This design comes from an exercise in tuning for a short achievable clock period on the open sky130 flow, not from production work.
In this exercise RTL edits were held to simulation tests only and were not proved equivalent to the original.
No activity file was given, so power comes from the tool's default toggle rates.

red:
==> flow/design.v <==
module cclu_multi_entry #(
  parameter int AW           = 32,
  parameter int TW           = 32,
  parameter int CW           = 32,
  parameter int DEPTH        = 16,
  parameter int REPLACE_MODE = 0
) (
  input  logic                         clk,
  input  logic                         reset,
  input  logic                         cmd_valid,
  output logic                         cmd_ready,
  input  logic [1:0]                   command,
  input  logic [AW-1:0]                addres_in,
  input  logic [TW-1:0]                target_in,
  input  logic [CW-1:0]                counter_in,
  output logic                         valid,
  output logic                         hit,
  output logic                         error,
  output logic [TW-1:0]                target_out,
  output logic                         isFull,
  output logic                         isEmpty,
  output logic [$clog2(DEPTH+1)-1:0]   occupancy
);
  localparam int OW = $clog2(DEPTH+1);
  localparam logic [1:0] CMD_ACCESS = 2'b01;
  localparam logic [1:0] CMD_POP    = 2'b10;
  localparam logic [1:0] CMD_FLUSH  = 2'b11;
  logic              flush_r;
  logic [DEPTH-1:0]  v_r;
  logic [OW-1:0]     occ_r;
  logic [DEPTH-1:0][AW-1:0]    addr_r;
  logic [DEPTH-1:0][TW-1:0]    tgt_r;
  logic [DEPTH-1:0][CW-1:0]    cnt_r;     
  logic [DEPTH-1:0]            pend_r;    
  logic [DEPTH-1:0]            lu_r;      
  logic [DEPTH*DEPTH-1:0]      older_r;   
  assign occupancy = occ_r;
  assign cmd_ready = !flush_r && !reset;
  logic idle_v, acc, pop, flsh;
  assign idle_v = !flush_r && cmd_valid;
  assign acc    = idle_v && (command == CMD_ACCESS);
  assign pop    = idle_v && (command == CMD_POP);
  assign flsh   = idle_v && (command == CMD_FLUSH);
  logic empty_c, full_c;
  assign empty_c = isEmpty;
  assign full_c  = isFull;
  logic cin_zero, cin_one, cin_many;
  assign cin_zero = (counter_in == {CW{1'b0}});
  assign cin_one  = (counter_in == CW'(1));
  assign cin_many = !cin_zero && !cin_one;
  logic [DEPTH-1:0] last_use;    
  logic [DEPTH-1:0] oldest;      
  logic [DEPTH-1:0] free_first;  
  logic [DEPTH-1:0] evict;       
  logic [DEPTH-1:0] load;        
  logic [DEPTH-1:0] lu_hit, lu_keep;
  always_comb begin
    for (int k = 0; k < DEPTH; k++) begin
      last_use[k] = lu_r[k];
      lu_keep[k]  = pend_r[k] ? (cnt_r[k] == CW'(3)) : (cnt_r[k] == CW'(2));
      lu_hit[k]   = pend_r[k] ? (cnt_r[k] == CW'(4)) : (cnt_r[k] == CW'(3));
    end
  end
  always_comb begin
    for (int k = 0; k < DEPTH; k++) begin
      oldest[k] = v_r[k];
      for (int j = 0; j < DEPTH; j++) begin
        if (j < k) begin
          if (v_r[j] && older_r[j*DEPTH+k]) oldest[k] = 1'b0;
        end else if (j > k) begin
          if (v_r[j] && !older_r[k*DEPTH+j]) oldest[k] = 1'b0;
        end
      end
    end
  end
  logic seen;
  always_comb begin
    seen = 1'b0;
    for (int k = 0; k < DEPTH; k++) begin
      free_first[k] = !v_r[k] && !seen;
      if (!v_r[k]) seen = 1'b1;
    end
  end
  logic [DEPTH-1:0] m;
  logic             hit_c, rm_c;
  always_comb begin
    for (int k = 0; k < DEPTH; k++) begin
      m[k] = acc && v_r[k] && (addr_r[k] == addres_in);
    end
  end
  assign hit_c = |m;
  assign rm_c  = |(m & last_use);
  logic ins_ok, ins;
  assign ins_ok = acc && cin_many && !full_c;
  assign ins    = ins_ok && !hit_c;
  logic repl;
  assign repl = (REPLACE_MODE != 0) && acc && cin_many && full_c && !hit_c;
  always_comb begin
    for (int k = 0; k < DEPTH; k++) begin
      evict[k] = repl && oldest[k];
      load[k]  = !v_r[k] || evict[k];
    end
  end
  logic [TW-1:0] hit_tgt, pop_tgt;
  always_comb begin
    hit_tgt = {TW{1'b0}};
    pop_tgt = {TW{1'b0}};
    for (int k = 0; k < DEPTH; k++) begin
      hit_tgt = hit_tgt | ({TW{m[k]}} & tgt_r[k]);
      pop_tgt = pop_tgt | ({TW{oldest[k]}} & tgt_r[k]);
    end
  end
  logic             flush_s;
  logic [DEPTH-1:0] v_n, v_s;
  logic [OW-1:0]    occ_n, occ_s;
  logic             full_n, empty_n, full_s, empty_s;
  logic             valid_n, error_n, valid_s, hit_s, error_s;
  logic [TW-1:0]    tout_n;
  always_comb begin
    flush_s = flush_r;
    v_n     = v_r;
    occ_n   = occ_r;
    valid_n = 1'b0;
    error_n = 1'b0;
    tout_n  = target_out;
    if (flush_r) begin
      occ_n   = occ_r - OW'(1);
      v_n     = {DEPTH{1'b0}};
      valid_n = (occ_r == OW'(1));
      flush_s = (occ_r != OW'(1));
    end else if (acc) begin
      if (cin_zero) begin
        error_n = 1'b1;
      end else if (cin_one) begin
        valid_n = 1'b1;
        tout_n  = target_in;
      end else if (!full_c) begin
        v_n     = v_r | free_first;
        occ_n   = occ_r + OW'(1);
        valid_n = 1'b1;
        tout_n  = target_in;
      end else if (REPLACE_MODE == 0) begin
        error_n = 1'b1;
      end else begin
        valid_n = 1'b1;
        tout_n  = target_in;
      end
    end else if (pop) begin
      if (!empty_c) begin
        v_n     = v_r & ~oldest;
        occ_n   = occ_r - OW'(1);
        valid_n = 1'b1;
        tout_n  = pop_tgt;
      end else begin
        error_n = 1'b1;
      end
    end else if (flsh) begin
      if (empty_c) begin
        valid_n = 1'b1;
      end else begin
        flush_s = 1'b1;
        v_n     = {DEPTH{1'b0}};
      end
    end
  end
  logic occ_one, occ_top;
  assign occ_one = (occ_r == OW'(1));
  assign occ_top = (occ_r == OW'(DEPTH - 1));
  always_comb begin
    if (flush_r) begin
      full_n  = 1'b0;
      empty_n = occ_one;
    end else if (acc) begin
      full_n  = isFull || (cin_many && occ_top);
      empty_n = isEmpty && !cin_many;
    end else if (pop) begin
      full_n  = 1'b0;
      empty_n = isEmpty || occ_one;
    end else begin
      full_n  = isFull;
      empty_n = isEmpty;
    end
  end
  assign valid_s = hit_c | valid_n;
  assign hit_s   = hit_c;
  assign error_s = !hit_c && error_n;
  logic [TW-1:0] tout_hit_r, tout_oth_r;
  assign target_out = tout_hit_r | tout_oth_r;
  assign v_s     = hit_c ? (v_r & ~(m & last_use)) : v_n;
  assign occ_s   = hit_c ? (rm_c ? occ_r - OW'(1) : occ_r) : occ_n;
  assign full_s  = hit_c ? (isFull && !rm_c) : full_n;
  assign empty_s = hit_c ? (rm_c && occ_one) : empty_n;
  always_ff @(posedge clk or posedge reset) begin
    if (reset) begin
      flush_r    <= 1'b0;
      v_r        <= {DEPTH{1'b0}};
      occ_r      <= {OW{1'b0}};
      valid      <= 1'b0;
      hit        <= 1'b0;
      error      <= 1'b0;
      tout_hit_r <= {TW{1'b0}};
      tout_oth_r <= {TW{1'b0}};
      isFull     <= 1'b0;
      isEmpty    <= 1'b1;
    end else begin
      flush_r    <= flush_s;
      v_r        <= v_s;
      occ_r      <= occ_s;
      valid      <= valid_s;
      hit        <= hit_s;
      error      <= error_s;
      tout_hit_r <= hit_tgt;
      tout_oth_r <= hit_c ? {TW{1'b0}} : tout_n;
      isFull     <= full_s;
      isEmpty    <= empty_s;
    end
  end
  always_ff @(posedge clk) begin
    for (int k = 0; k < DEPTH; k++) begin
      if (load[k]) begin
        addr_r[k] <= addres_in;
        tgt_r[k]  <= target_in;
        cnt_r[k]  <= counter_in;
        pend_r[k] <= 1'b0;
        lu_r[k]   <= (counter_in == CW'(2));
      end else begin
        if (pend_r[k]) cnt_r[k] <= cnt_r[k] - CW'(1);
        pend_r[k] <= m[k];
        lu_r[k]   <= m[k] ? lu_hit[k] : lu_keep[k];
      end
    end
  end
  always_ff @(posedge clk) begin
    for (int j = 0; j < DEPTH; j++) begin
      for (int k = 0; k < DEPTH; k++) begin
        if (k <= j) begin
        end else if (load[k]) begin
          older_r[j*DEPTH+k] <= v_r[j] && !evict[j];
        end else if (load[j]) begin
          older_r[j*DEPTH+k] <= 1'b0;
        end
      end
    end
  end
endmodule
==> flow/config.mk <==
export PLATFORM = sky130hd
export DESIGN_NAME = cclu_multi_entry
export DESIGN_NICKNAME = cclu_multi_entry
export VERILOG_FILES = /design/flow/design.v
export SDC_FILE = /design/flow/constraint.sdc
export NUM_CORES = 4
export LEC_CHECK = 0
export ABC_CLOCK_PERIOD_IN_PS = 3000
export CAP_MARGIN = 20
export CORE_MARGIN = 2
export CORE_UTILIZATION = 40
export PLACE_DENSITY = 0.6
export SETUP_SLACK_MARGIN = 5
export SLEW_MARGIN = 20
==> flow/constraint.sdc <==
create_clock -name core_clock -period 8.5 [get_ports {clk}]
set_input_delay 1.7000 -clock core_clock [delete_from_list [all_inputs] [get_ports {clk}]]
set_output_delay 1.7000 -clock core_clock [all_outputs]
set_load 0.01 [all_outputs]
run.sh (not shown) runs the stock make flow with config.mk's settings and CLKGATE_MAP_FILE= SYNTH_SCRIPT=/design/flow/synth_recipe.tcl, a recipe that flattens the netlist after the stock synthesis.
[inputs] blue vs red
-- flow/design.v --
<<< red, line 116
  logic             full_n, empty_n, full_s, empty_s;
  logic             valid_n, error_n, valid_s, hit_s, error_s;
  logic [TW-1:0]    tout_n;
  always_comb begin
    flush_s = flush_r;
>>> blue, line 116
  logic             full_n, empty_n, full_s, empty_s;
  logic             valid_n, error_n, valid_s, hit_s, error_s;
  logic [TW-1:0]    tout_n, tout_s;
  always_comb begin
    flush_s = flush_r;
<<< red, line 164
    end
  end
  logic occ_one, occ_top;
  assign occ_one = (occ_r == OW'(1));
  assign occ_top = (occ_r == OW'(DEPTH - 1));
  always_comb begin
    if (flush_r) begin
      full_n  = 1'b0;
      empty_n = occ_one;
    end else if (acc) begin
      full_n  = isFull || (cin_many && occ_top);
      empty_n = isEmpty && !cin_many;
    end else if (pop) begin
      full_n  = 1'b0;
      empty_n = isEmpty || occ_one;
    end else begin
      full_n  = isFull;
      empty_n = isEmpty;
    end
  end
  assign valid_s = hit_c | valid_n;
  assign hit_s   = hit_c;
  assign error_s = !hit_c && error_n;
  logic [TW-1:0] tout_hit_r, tout_oth_r;
  assign target_out = tout_hit_r | tout_oth_r;
  assign v_s     = hit_c ? (v_r & ~(m & last_use)) : v_n;
  assign occ_s   = hit_c ? (rm_c ? occ_r - OW'(1) : occ_r) : occ_n;
>>> blue, line 164
    end
  end
  assign full_n  = (occ_n == OW'(DEPTH));
  assign empty_n = (occ_n == {OW{1'b0}});
  logic occ_one;
  assign occ_one = (occ_r == OW'(1));
  assign valid_s = hit_c | valid_n;
  assign hit_s   = hit_c;
  assign error_s = !hit_c && error_n;
  assign tout_s  = hit_c ? hit_tgt : tout_n;
  assign v_s     = hit_c ? (v_r & ~(m & last_use)) : v_n;
  assign occ_s   = hit_c ? (rm_c ? occ_r - OW'(1) : occ_r) : occ_n;
<<< red, line 199
      hit        <= 1'b0;
      error      <= 1'b0;
      tout_hit_r <= {TW{1'b0}};
      tout_oth_r <= {TW{1'b0}};
      isFull     <= 1'b0;
      isEmpty    <= 1'b1;
>>> blue, line 184
      hit        <= 1'b0;
      error      <= 1'b0;
      target_out <= {TW{1'b0}};
      isFull     <= 1'b0;
      isEmpty    <= 1'b1;
<<< red, line 210
      hit        <= hit_s;
      error      <= error_s;
      tout_hit_r <= hit_tgt;
      tout_oth_r <= hit_c ? {TW{1'b0}} : tout_n;
      isFull     <= full_s;
      isEmpty    <= empty_s;
>>> blue, line 194
      hit        <= hit_s;
      error      <= error_s;
      target_out <= tout_s;
      isFull     <= full_s;
      isEmpty    <= empty_s;
Notes after the runs:
Clock network power, blue and red: smaller value in red
Number of clock-tree buffers in the layout: blue vs red down 1
Looking at critical-path cell with the highest stage delay, the buf_6 result is from red; the or4_4 one comes from blue.
Clock sink total: blue lower than red
Compared with red, in blue final area shrank by about 1.7%; minimum setup slack in the final design moved down; total power after layout decreased 0.16 mW; met2 track utilization from global routing held.
Startpoint of the most critical setup path: addres_in[13] -> blue, reset -> red
Against red, blue comes in 0.76% lower on routed wire length.
In the flow results for blue and red, the growth of design area from synthesis to finish is smaller on blue.

[separate check: timing with driven ports]
How much do the figures lean on ideal ports? The routed layouts below were timed once more, with nothing changed but the port constraints. Step 1 (the two cells are an assumption about what drives the block):
set clk [get_ports {clk}]
set_driving_cell -lib_cell sky130_fd_sc_hd__clkbuf_16 $clk
set_driving_cell -lib_cell sky130_fd_sc_hd__buf_2 [delete_from_list [all_inputs] $clk]
Step 2 adds t to the input delays and takes it off the output delays; t is the mean of the earliest and latest rising clock arrival at the registers after step 1. Input paths then give back, and output paths get back, about the clock's delay inside the block. Slacks: ideal / step 1 / step 2; pairs: ideal / step 1.
run	t, ns	setup slack, ns	worst slew at a driven data input, ns
red	0.940	4.825 / 4.787 / 3.974	0.13
blue	0.903	4.705 / 4.684 / 3.781	0.24
After both steps every run listed still meets setup and hold. For blue, which loses most, drivers alone change the setup slack by -0.021 ns; drivers and shift together by -0.924 ns.
